From an optimization exercise on the open Yosys and OpenROAD flow, aimed at small area and a short achievable clock period; shortcuts taken in it are not production practice. RTL that was checked went through simulation tests only; none was proved equivalent to the original. Power is estimated from default activity; no workload was simulated.

==> flow/design.v <==
`timescale 1ns/1ns
module region_ram (
    input  logic                           clk,
    input  logic [(1<<5)-1:0] rrow,
    output logic [16-1:0]      rword,
    input  logic                           we,
    input  logic [5-1:0]      waddr,
    input  logic [16-1:0]      wdata
);
    localparam int unsigned DEPTH = 1 << 5;
    logic [DEPTH-1:0][16-1:0] mem;
    logic [DEPTH-1:0]                     wrow;
    always_comb begin
        for (int i = 0; i < DEPTH; i++) begin
            wrow[i] = we && (waddr == 5'(i));
        end
    end
    always_ff @(posedge clk) begin
        for (int i = 0; i < DEPTH; i++) begin
            if (wrow[i]) begin
                mem[i] <= wdata;
            end
        end
    end
    row_mux i_row_mux (
        .row  (rrow),
        .mem  (mem),
        .word (rword)
    );
endmodule
module row_mux (
    input  logic [(1<<5)-1:0]                     row,
    input  logic [(1<<5)-1:0][16-1:0] mem,
    output logic [16-1:0]                          word
);
    logic [3:0][16-1:0] grp;
    logic [1:0][16-1:0] half_n;
    for (genvar g = 0; g < 4; g++) begin : g_grp
        row_or8 i_or8 (
            .row  (row[8*g +: 8]),
            .mem  (mem[8*g +: 8]),
            .word (grp[g])
        );
    end
    for (genvar h = 0; h < 2; h++) begin : g_half
        word_nor2 i_nor2 (
            .a (grp[2*h]),
            .b (grp[2*h+1]),
            .y (half_n[h])
        );
    end
    word_nand2 i_nand2 (
        .a (half_n[0]),
        .b (half_n[1]),
        .y (word)
    );
endmodule
module row_or8 (
    input  logic [7:0]                     row,
    input  logic [7:0][16-1:0] mem,
    output logic [16-1:0]      word
);
    always_comb begin
        word = '0;
        for (int i = 0; i < 8; i++) begin
            word |= {16{row[i]}} & mem[i];
        end
    end
endmodule
module word_nor2 (
    input  logic [16-1:0] a,
    input  logic [16-1:0] b,
    output logic [16-1:0] y
);
    assign y = ~(a | b);
endmodule
module word_nand2 (
    input  logic [16-1:0] a,
    input  logic [16-1:0] b,
    output logic [16-1:0] y
);
    assign y = ~(a & b);
endmodule
`timescale 1ns/1ns
module region_fifo (
    input  logic                      clk,
    input  logic                      rst_n,
    input  logic                      re,
    output logic [16-1:0] head,
    input  logic                      we,
    input  logic [16-1:0] wdata,
    output logic                      empty,
    output logic                      almostfull
);
    localparam int unsigned DEPTH = 1 << 5;
    localparam logic [5:0] AFULL_LEVEL = (5+1)'(DEPTH - 4);
    logic [DEPTH-1:0][16-1:0] mem;
    logic [5:0]   count;
    logic [3:0]                head_lo, head_lo_nxt;
    logic [DEPTH/4-1:0]        head_hi, head_hi_nxt;
    logic                      do_wr;
    logic [DEPTH-1:0]          hrow;
    logic [5:0]   count_up, count_dn, count_nxt;
    assign do_wr = we && !count[5];
    assign count_up = count + 1'b1;
    assign count_dn = count - 1'b1;
    always_comb begin
        if (re) begin
            count_nxt = do_wr ? count : count_dn;
        end else begin
            count_nxt = do_wr ? count_up : count;
        end
    end
    always_comb begin
        head_lo_nxt = head_lo;
        head_hi_nxt = head_hi;
        if (do_wr && !re) begin
            head_lo_nxt = {head_lo[2:0], head_lo[3]};
            if (head_lo[3]) begin
                head_hi_nxt = {head_hi[DEPTH/4-2:0], head_hi[DEPTH/4-1]};
            end
        end else if (re && !do_wr) begin
            head_lo_nxt = {head_lo[0], head_lo[3:1]};
            if (head_lo[0]) begin
                head_hi_nxt = {head_hi[0], head_hi[DEPTH/4-1:1]};
            end
        end
    end
    always_ff @(posedge clk) begin
        if (!rst_n) begin
            count      <= '0;
            head_lo    <= 4'b1000;
            head_hi    <= {1'b1, {(DEPTH/4-1){1'b0}}};
            empty      <= 1'b1;
            almostfull <= 1'b0;
        end else begin
            count      <= count_nxt;
            head_lo    <= head_lo_nxt;
            head_hi    <= head_hi_nxt;
            empty      <= (count_nxt == '0);
            almostfull <= (count_nxt >= AFULL_LEVEL);
        end
    end
    always_ff @(posedge clk) begin
        if (do_wr) begin
            mem <= {mem[DEPTH-2:0], wdata};
        end
    end
    always_comb begin
        for (int i = 0; i < DEPTH; i++) begin
            hrow[i] = head_lo[i%4] && head_hi[i/4];
        end
    end
    row_mux i_row_mux (
        .row  (hrow),
        .mem  (mem),
        .word (head)
    );
endmodule
`timescale 1ns/1ns
module read_arbiter (
    input  logic                                     clk,
    input  logic                                     rst_n,
    input  logic [4-1:0]                re,
    input  logic [2*4-1:0]              rsel,
    input  logic [5*4-1:0] raddr,
    output logic [4-1:0]                rvalid,
    output logic [16*4-1:0] rdata,
    output logic [(1<<5)-1:0]           ram_rrow,
    input  logic [16-1:0]                ram_rdata,
    output logic                                     fifo_re,
    input  logic [16-1:0]                fifo_rdata,
    input  logic                                     fifo_empty
);
    logic [4-1:0] ram_req;
    logic [4-1:0] fifo_req;
    logic [4-1:0] rvalid_q;
    logic [16*4-1:0] rdata_q;
    always_comb begin
        for (int c = 0; c < 4; c++) begin
            ram_req[c]  = re[c] && (rsel[2*c +: 2] == 2'd1);
            fifo_req[c] = re[c] && (rsel[2*c +: 2] == 2'd2);
        end
    end
    logic [4-1:0][(1<<5)-1:0] chan_row_n;
    for (genvar c = 0; c < 4; c++) begin : g_dec
        chan_row_dec i_chan_row_dec (
            .re    (re[c]),
            .rsel  (rsel[2*c +: 2]),
            .raddr (raddr[c*5 +: 5]),
            .row_n (chan_row_n[c])
        );
    end
    row_merge i_row_merge (
        .row_n (chan_row_n),
        .row   (ram_rrow)
    );
    assign fifo_re = |fifo_req && !fifo_empty;
    always_ff @(posedge clk) begin
        if (!rst_n) begin
            rvalid_q <= '0;
        end else begin
            for (int c = 0; c < 4; c++) begin
                rvalid_q[c] <= ram_req[c] || (fifo_req[c] && !fifo_empty);
            end
        end
    end
    always_ff @(posedge clk) begin
        for (int c = 0; c < 4; c++) begin
            rdata_q[c*16 +: 16] <= rsel[2*c + 1] ? fifo_rdata : ram_rdata;
        end
    end
    assign rvalid = rvalid_q;
    assign rdata  = rdata_q;
endmodule
module chan_row_dec (
    input  logic                           re,
    input  logic [1:0]                     rsel,
    input  logic [5-1:0]      raddr,
    output logic [(1<<5)-1:0] row_n
);
    always_comb begin
        for (int i = 0; i < (1 << 5); i++) begin
            row_n[i] = !(re && rsel == 2'd1 && raddr == 5'(i));
        end
    end
endmodule
module row_merge (
    input  logic [4-1:0][(1<<5)-1:0] row_n,
    output logic [(1<<5)-1:0]                     row
);
    always_comb begin
        row = '0;
        for (int c = 0; c < 4; c++) begin
            row |= ~row_n[c];
        end
    end
endmodule
`timescale 1ns/1ns
module write_arbiter (
    input  logic                                     clk,
    input  logic                                     rst_n,
    input  logic [4-1:0]                we,
    input  logic [2*4-1:0]              wsel,
    input  logic [5*4-1:0] waddr,
    input  logic [16*4-1:0] wdata,
    output logic                                     ram_we,
    output logic [5-1:0]                ram_waddr,
    output logic [16-1:0]                ram_wdata,
    output logic                                     fifo_we,
    output logic [16-1:0]                fifo_wdata
);
    logic [4-1:0] ram_req;
    logic [4-1:0] fifo_req;
    logic [5-1:0] ram_waddr_d;
    logic [16-1:0] ram_wdata_d;
    logic [16-1:0] fifo_wdata_d;
    always_comb begin
        ram_waddr_d  = '0;
        ram_wdata_d  = '0;
        fifo_wdata_d = '0;
        for (int c = 0; c < 4; c++) begin
            ram_req[c]  = we[c] && wsel[2*c + 0];
            fifo_req[c] = we[c] && wsel[2*c + 1];
            ram_waddr_d  |= {5{ram_req[c]}}  & waddr[c*5 +: 5];
            ram_wdata_d  |= {16{ram_req[c]}}  & wdata[c*16 +: 16];
            fifo_wdata_d |= {16{fifo_req[c]}} & wdata[c*16 +: 16];
        end
    end
    always_ff @(posedge clk) begin
        if (!rst_n) begin
            ram_we  <= 1'b0;
            fifo_we <= 1'b0;
        end else begin
            ram_we  <= |ram_req;
            fifo_we <= |fifo_req;
        end
    end
    always_ff @(posedge clk) begin
        ram_waddr  <= ram_waddr_d;
        ram_wdata  <= ram_wdata_d;
        fifo_wdata <= fifo_wdata_d;
    end
endmodule
`timescale 1ns/1ns
module region (
    input  logic                                     clk,
    input  logic                                     rst_n,
    input  logic [4-1:0]                re,
    input  logic [2*4-1:0]              rsel,
    input  logic [5*4-1:0] raddr,
    input  logic [4-1:0]                we,
    input  logic [2*4-1:0]              wsel,
    input  logic [5*4-1:0] waddr,
    input  logic [16*4-1:0] wdata,
    output logic [4-1:0]                rvalid,
    output logic [16*4-1:0] rdata,
    output logic                                     empty,
    output logic                                     almostfull
);
    logic [(1<<5)-1:0] ram_rrow;
    logic [16-1:0] ram_rdata;
    logic                      ram_we;
    logic [5-1:0] ram_waddr;
    logic [16-1:0] ram_wdata;
    logic                      fifo_re;
    logic [16-1:0] fifo_rdata;
    logic                      fifo_we;
    logic [16-1:0] fifo_wdata;
    read_arbiter i_read_arbiter (
        .clk        (clk),
        .rst_n      (rst_n),
        .re         (re),
        .rsel       (rsel),
        .raddr      (raddr),
        .rvalid     (rvalid),
        .rdata      (rdata),
        .ram_rrow   (ram_rrow),
        .ram_rdata  (ram_rdata),
        .fifo_re    (fifo_re),
        .fifo_rdata (fifo_rdata),
        .fifo_empty (empty)
    );
    write_arbiter i_write_arbiter (
        .clk        (clk),
        .rst_n      (rst_n),
        .we         (we),
        .wsel       (wsel),
        .waddr      (waddr),
        .wdata      (wdata),
        .ram_we     (ram_we),
        .ram_waddr  (ram_waddr),
        .ram_wdata  (ram_wdata),
        .fifo_we    (fifo_we),
        .fifo_wdata (fifo_wdata)
    );
    region_ram i_region_ram (
        .clk    (clk),
        .rrow   (ram_rrow),
        .rword  (ram_rdata),
        .we     (ram_we),
        .waddr  (ram_waddr),
        .wdata  (ram_wdata)
    );
    region_fifo i_region_fifo (
        .clk        (clk),
        .rst_n      (rst_n),
        .re         (fifo_re),
        .head       (fifo_rdata),
        .we         (fifo_we),
        .wdata      (fifo_wdata),
        .empty      (empty),
        .almostfull (almostfull)
    );
endmodule
export LEC_CHECK = 0
export CAP_MARGIN = 20
export CORE_MARGIN = 2
export CORE_UTILIZATION = 50
export CTS_CLUSTER_DIAMETER = 80
export CTS_CLUSTER_SIZE = 25
export SETUP_SLACK_MARGIN = 2.0
export SLEW_MARGIN = 20
export SYNTH_HIERARCHICAL = 1
create_clock -name core_clock -period 4.0 [get_ports {clk}]
standard.sh (not shown) runs the stock make flow with config.mk's settings and CLKGATE_MAP_FILE= SYNTH_SCRIPT=/design/flow/synth_recipe.tcl, a recipe that flattens the netlist after the stock synthesis.
==> flow/flow/run.sh <==
#!/bin/bash
# Layout flow: the standard ORFS flow (standard.sh), unchanged synthesis,
# with plain buffers on the ports instead of the delay cells buffer_ports
# picks by default. Each step's output goes to a log of its own here.
set -euo pipefail
export BUFFER_PORTS_ARGS="-buffer_cell sky130_fd_sc_hd__buf_2"
bash standard.sh synth > synth.log 2>&1
bash standard.sh floorplan > floorplan.log 2>&1
bash standard.sh place > place.log 2>&1
bash standard.sh cts > cts.log 2>&1
bash standard.sh route > route.log 2>&1
bash standard.sh finish > finish.log 2>&1
The starting point finished with timing, DRC and antenna clean.
Next try:
--- a/flow/design.v
+++ b/flow/design.v
@@ -176,5 +176,6 @@
     logic [4-1:0] fifo_req;
     logic [4-1:0] rvalid_q;
-    logic [16*4-1:0] rdata_q;
+    logic [16-1:0] ram_word_q;
+    logic [16-1:0] fifo_word_q;
     always_comb begin
         for (int c = 0; c < 4; c++) begin
@@ -207,10 +208,19 @@
     end
     always_ff @(posedge clk) begin
-        for (int c = 0; c < 4; c++) begin
-            rdata_q[c*16 +: 16] <= rsel[2*c + 1] ? fifo_rdata : ram_rdata;
-        end
+        ram_word_q  <= ram_rdata;
+        fifo_word_q <= fifo_rdata;
     end
     assign rvalid = rvalid_q;
-    assign rdata  = rdata_q;
+    for (genvar c = 0; c < 4; c++) begin : g_chan
+        for (genvar b = 0; b < 16; b += 4) begin : g_slice
+            rdata_slice i_slice (
+                .clk       (clk),
+                .from_fifo (rsel[2*c + 1]),
+                .ram_word  (ram_word_q[b +: 4]),
+                .fifo_word (fifo_word_q[b +: 4]),
+                .rdata     (rdata[c*16 + b +: 4])
+            );
+        end
+    end
 endmodule
 module chan_row_dec (
@@ -237,4 +247,17 @@
     end
 endmodule
+module rdata_slice (
+    input  logic       clk,
+    input  logic       from_fifo,
+    input  logic [3:0] ram_word,
+    input  logic [3:0] fifo_word,
+    output logic [3:0] rdata
+);
+    logic from_fifo_q;
+    always_ff @(posedge clk) begin
+        from_fifo_q <= from_fifo;
+    end
+    assign rdata = from_fifo_q ? fifo_word : ram_word;
+endmodule
 `timescale 1ns/1ns
 module write_arbiter (
Result: The new run produced a clean layout; setup slack improved by 0.19 ns; clock skew rises by 0.028 ns; die area falls slightly; count of clock-buffer cells in the layout falls by 8; design area rises by a few percent; routed wire length rises by a few percent; synthesized area falls slightly; core utilization rises by 2.0 points; total power falls slightly.
The RTL of the first run of this note was laid out without a check of its function.

afterwards: timing with drivers on the ports:
How much do the figures lean on ideal ports? The routed layouts below were timed once more, with nothing changed but the port constraints.
Step 1: set_driving_cell puts a clkbuf_16 on clk and a buf_2 on each other input, an assumption about the parent block.
Step 2 times the ports against the registers' clock, not the clock port: input delays grow and output delays shrink by t, the midpoint of the rising clock arrivals with the driver on.
a / b / c = ideal ports / drivers / drivers and shift; a / b = the first two.
run	shift t [ns]	slack for setup (ns)	worst hold slack (ns)	worst slew at a driven data input, ns	pins driven straight from the clock port
the first run	0.710	1.473 / 1.461 / 0.750	0.407 / 0.364 / 0.411	0.15	1
the second run	0.710	1.664 / 1.593 / 1.167	0.328 / 0.303 / 0.408	0.18	1
After both steps every run listed still meets setup and hold. The setup slack of the first run, which loses most, moves by -0.012 ns with the drivers and by -0.723 ns with both steps.
